From an optimization exercise on the open Yosys and OpenROAD flow, aimed at small area; shortcuts taken in it are not production practice. Only simulation tests tie the RTL to the original design; equivalence was not proved. Power and IR drop assume default switching activity.

v14:
// regfile_2w_scoreboard
module regfile_2w_scoreboard #(
    parameter int DATA_W   = 32,
    parameter int ADDR_W   = 5,
    parameter int ZERO_REG = 1,
    parameter int BYPASS   = 1
) (
    input  logic              clk,
    input  logic              reset,
    input  logic [ADDR_W-1:0] rd_addr1,
    input  logic [ADDR_W-1:0] rd_addr2,
    output logic [DATA_W-1:0] rd_data1,
    output logic [DATA_W-1:0] rd_data2,
    output logic              rd_busy1,
    output logic              rd_busy2,
    input  logic              wr_en_a,
    input  logic [ADDR_W-1:0] wr_addr_a,
    input  logic [DATA_W-1:0] wr_data_a,
    input  logic              wr_en_b,
    input  logic [ADDR_W-1:0] wr_addr_b,
    input  logic [DATA_W-1:0] wr_data_b,
    input  logic              claim_en,
    input  logic [ADDR_W-1:0] claim_addr,
    output logic              collision
);
==> flow/config.mk <==
export PLATFORM = sky130hd
export DESIGN_NAME = regfile_2w_scoreboard
export DESIGN_NICKNAME = regfile_2w_scoreboard
export VERILOG_FILES = /design/flow/design.v
export SDC_FILE = /design/flow/constraint.sdc
export NUM_CORES = 4
export LEC_CHECK = 0
export CAP_MARGIN = 10
export CELL_PAD_IN_SITES_DETAIL_PLACEMENT = 3
export CELL_PAD_IN_SITES_GLOBAL_PLACEMENT = 3
export CORE_MARGIN = 2
export CORE_UTILIZATION = 40
export CTS_BUF_LIST = sky130_fd_sc_hd__clkbuf_8
export PLACE_DENSITY = 0.62
export SETUP_SLACK_MARGIN = 0.1
export SLEW_MARGIN = 10
export SYNTH_HIERARCHICAL = 1
export SYNTH_MINIMUM_KEEP_SIZE = 0
==> flow/constraint.sdc <==
create_clock -name core_clock -period 7.0 [get_ports {clk}]
set_input_delay 1.4000 -clock core_clock [delete_from_list [all_inputs] [get_ports {clk}]]
set_output_delay 1.4000 -clock core_clock [all_outputs]
set_load 0.01 [all_outputs]
run.sh (not shown) runs the stock make flow with config.mk's settings and CLKGATE_MAP_FILE= SYNTH_SCRIPT=/design/flow/synth_recipe.tcl, a recipe that flattens the netlist after the stock synthesis.
v14: DPL-0033 in detailed placement (3_5_place_dp) -> run aborted
diff inputs: v14 => v1
- PLACE_DENSITY changed from 0.62 to 0.55
- CTS_CLUSTER_SIZE newly set to 20
- CTS_CLUSTER_DIAMETER newly set to 80
- GPL_TIMING_DRIVEN newly set to 0
- CELL_PAD_IN_SITES_GLOBAL_PLACEMENT changed from 3 to 2
- CELL_PAD_IN_SITES_DETAIL_PLACEMENT changed from 3 to 2
- MIN_ROUTING_LAYER newly set to met2
- CORE_UTILIZATION changed from 40 to 35
--- outcome ---
v1: aborted in global routing (5_1_grt) (tool error). Between v1 and v14, the fraction of registers with async set/reset does not differ in any meaningful way. Cmp v14 and v1 / placed wire-length estimate / lower: v1. v1 against v14: flip-flop and latch count after synthesis has remained practically unchanged; initial cell density of the core shrank by 4.9 points; fraction of the mapped netlist area in compound gates essentially unchanged; count of standard-cell rows increased 8; number of I/O pins about even. Between v14 and v1, the final weighted congestion in routability-driven placement figures differ only marginally. | area after synthesis | v14 vs v1 | ≈ equal |.
[inputs] v13 vs v1
- a deleted CTS_CLUSTER_SIZE that had been 20
- a change of CELL_PAD_IN_SITES_GLOBAL_PLACEMENT from 2 to 3
- a change of CELL_PAD_IN_SITES_DETAIL_PLACEMENT from 2 to 3
- a change of PLACE_DENSITY from 0.55 to 0.62
- a change of CORE_UTILIZATION from 35 to 40
- a deleted GPL_TIMING_DRIVEN that had been 0
- a deleted CTS_CLUSTER_DIAMETER that had been 80
v13 did not finish; a tool error ended it in detailed placement (3_5_place_dp).
FAIL v1 @ global routing (5_1_grt): tool exited with error
[v13 vs v1] floorplan die width: lower in v13
Comparing v1 against v13, there is no change at all in unique cell type count in the Yosys netlist.
Looking at sum of net half-perimeters after detailed placement across both flows, v13 is the weaker of the two, with v1 ahead.
NOTE routability congestion estimate from global placement v1->v13 increased by more than 10%
What v34 does differently from v13 at the input level:
- CORE_UTILIZATION: 40 -> 30
- CELL_PAD_IN_SITES_DETAIL_PLACEMENT: 3 -> 2
- PLACE_DENSITY: 0.62 -> unset
- MIN_ROUTING_LAYER: met2 -> unset
- CELL_PAD_IN_SITES_GLOBAL_PLACEMENT: 3 -> 2
--- outcome ---
Layout checks on v34: not met. Flow itself completed; violations: negative setup slack.
Reported for v34 and v13, number of synthesized register bits turned out identical to the last digit.
Measured against each other, v34 and v13 differ in initial core utilization, the higher figure coming from v13.
Total number of placement rows: higher on v34
[v34 vs v13] die width: higher in v34
Diff v13..v34 | number of distinct library cell variants in the gate-level netlist after synthesis | unchanged
Vertical die dimension for v34: 15% up relative to v13
Looking at routability congestion estimate from global placement across v34 and v13, the one that comes out lower is v34.
Comparing v13 against v34, there is no change at all in number of instances in the synthesized netlist.

regfile_2w_scoreboard, a different RTL version from the one above (not shown whole).
Size: ~1100 flip-flops, roughly 160 I/O pins.
clock: 7.0 ns
lec_check: 0
cap_margin: 10
cell_pad_in_sites_detail_placement: 2
cell_pad_in_sites_global_placement: 2
core_margin: 2
core_utilization: 30
cts_buf_list: sky130_fd_sc_hd__clkbuf_8
cts_cluster_diameter: 60
cts_cluster_size: 12
setup_slack_margin: 0.3
slew_margin: 10
synth_hierarchical: 1
synth_minimum_keep_size: 0
Edit:
Settings changed: CTS_BUF_LIST sky130_fd_sc_hd__clkbuf_8 to unset, CTS_CLUSTER_DIAMETER 60 to unset, CTS_CLUSTER_SIZE 12 to unset.
Result: The new run completed with no timing, DRC or antenna violations; clock-buffer cell count climbs by 55; maximum frequency is about the same; total power climbs by 10%; design area climbs by 2.3%; setup slack stays flat; global-route usage climbs by 0.13 points; non-clock buffer count drops by 2; flip-flop and latch count is unchanged.

-- re-timing with driven ports --
In the flow no input, the clock included, has a driving cell. The finished layouts below were timed again as built, in two steps. Step 1: set_driving_cell puts a clkbuf_16 on clk and a buf_2 on each other input, an assumption about the parent block. Step 2 also shifts input and output timing later by t, the mid clock arrival at the registers, as if the neighbouring blocks saw the same clock. a / b / c = ideal / step 1 / step 2; a / b = the first two.
run	t (ns)	slack for setup (ns)	hold slack, ns
v34	1.033	-0.010 / -0.040 / -0.040	0.234 / 0.183 / 0.489
the first run of note 2	0.962	0.208 / 0.183 / 0.183	0.481 / 0.481 / 0.481
the second run of note 2	0.847	0.210 / 0.185 / 0.185	0.483 / 0.483 / 0.483
For v34, which loses most, drivers alone change the setup slack by -0.030 ns; drivers and shift together by -0.030 ns.
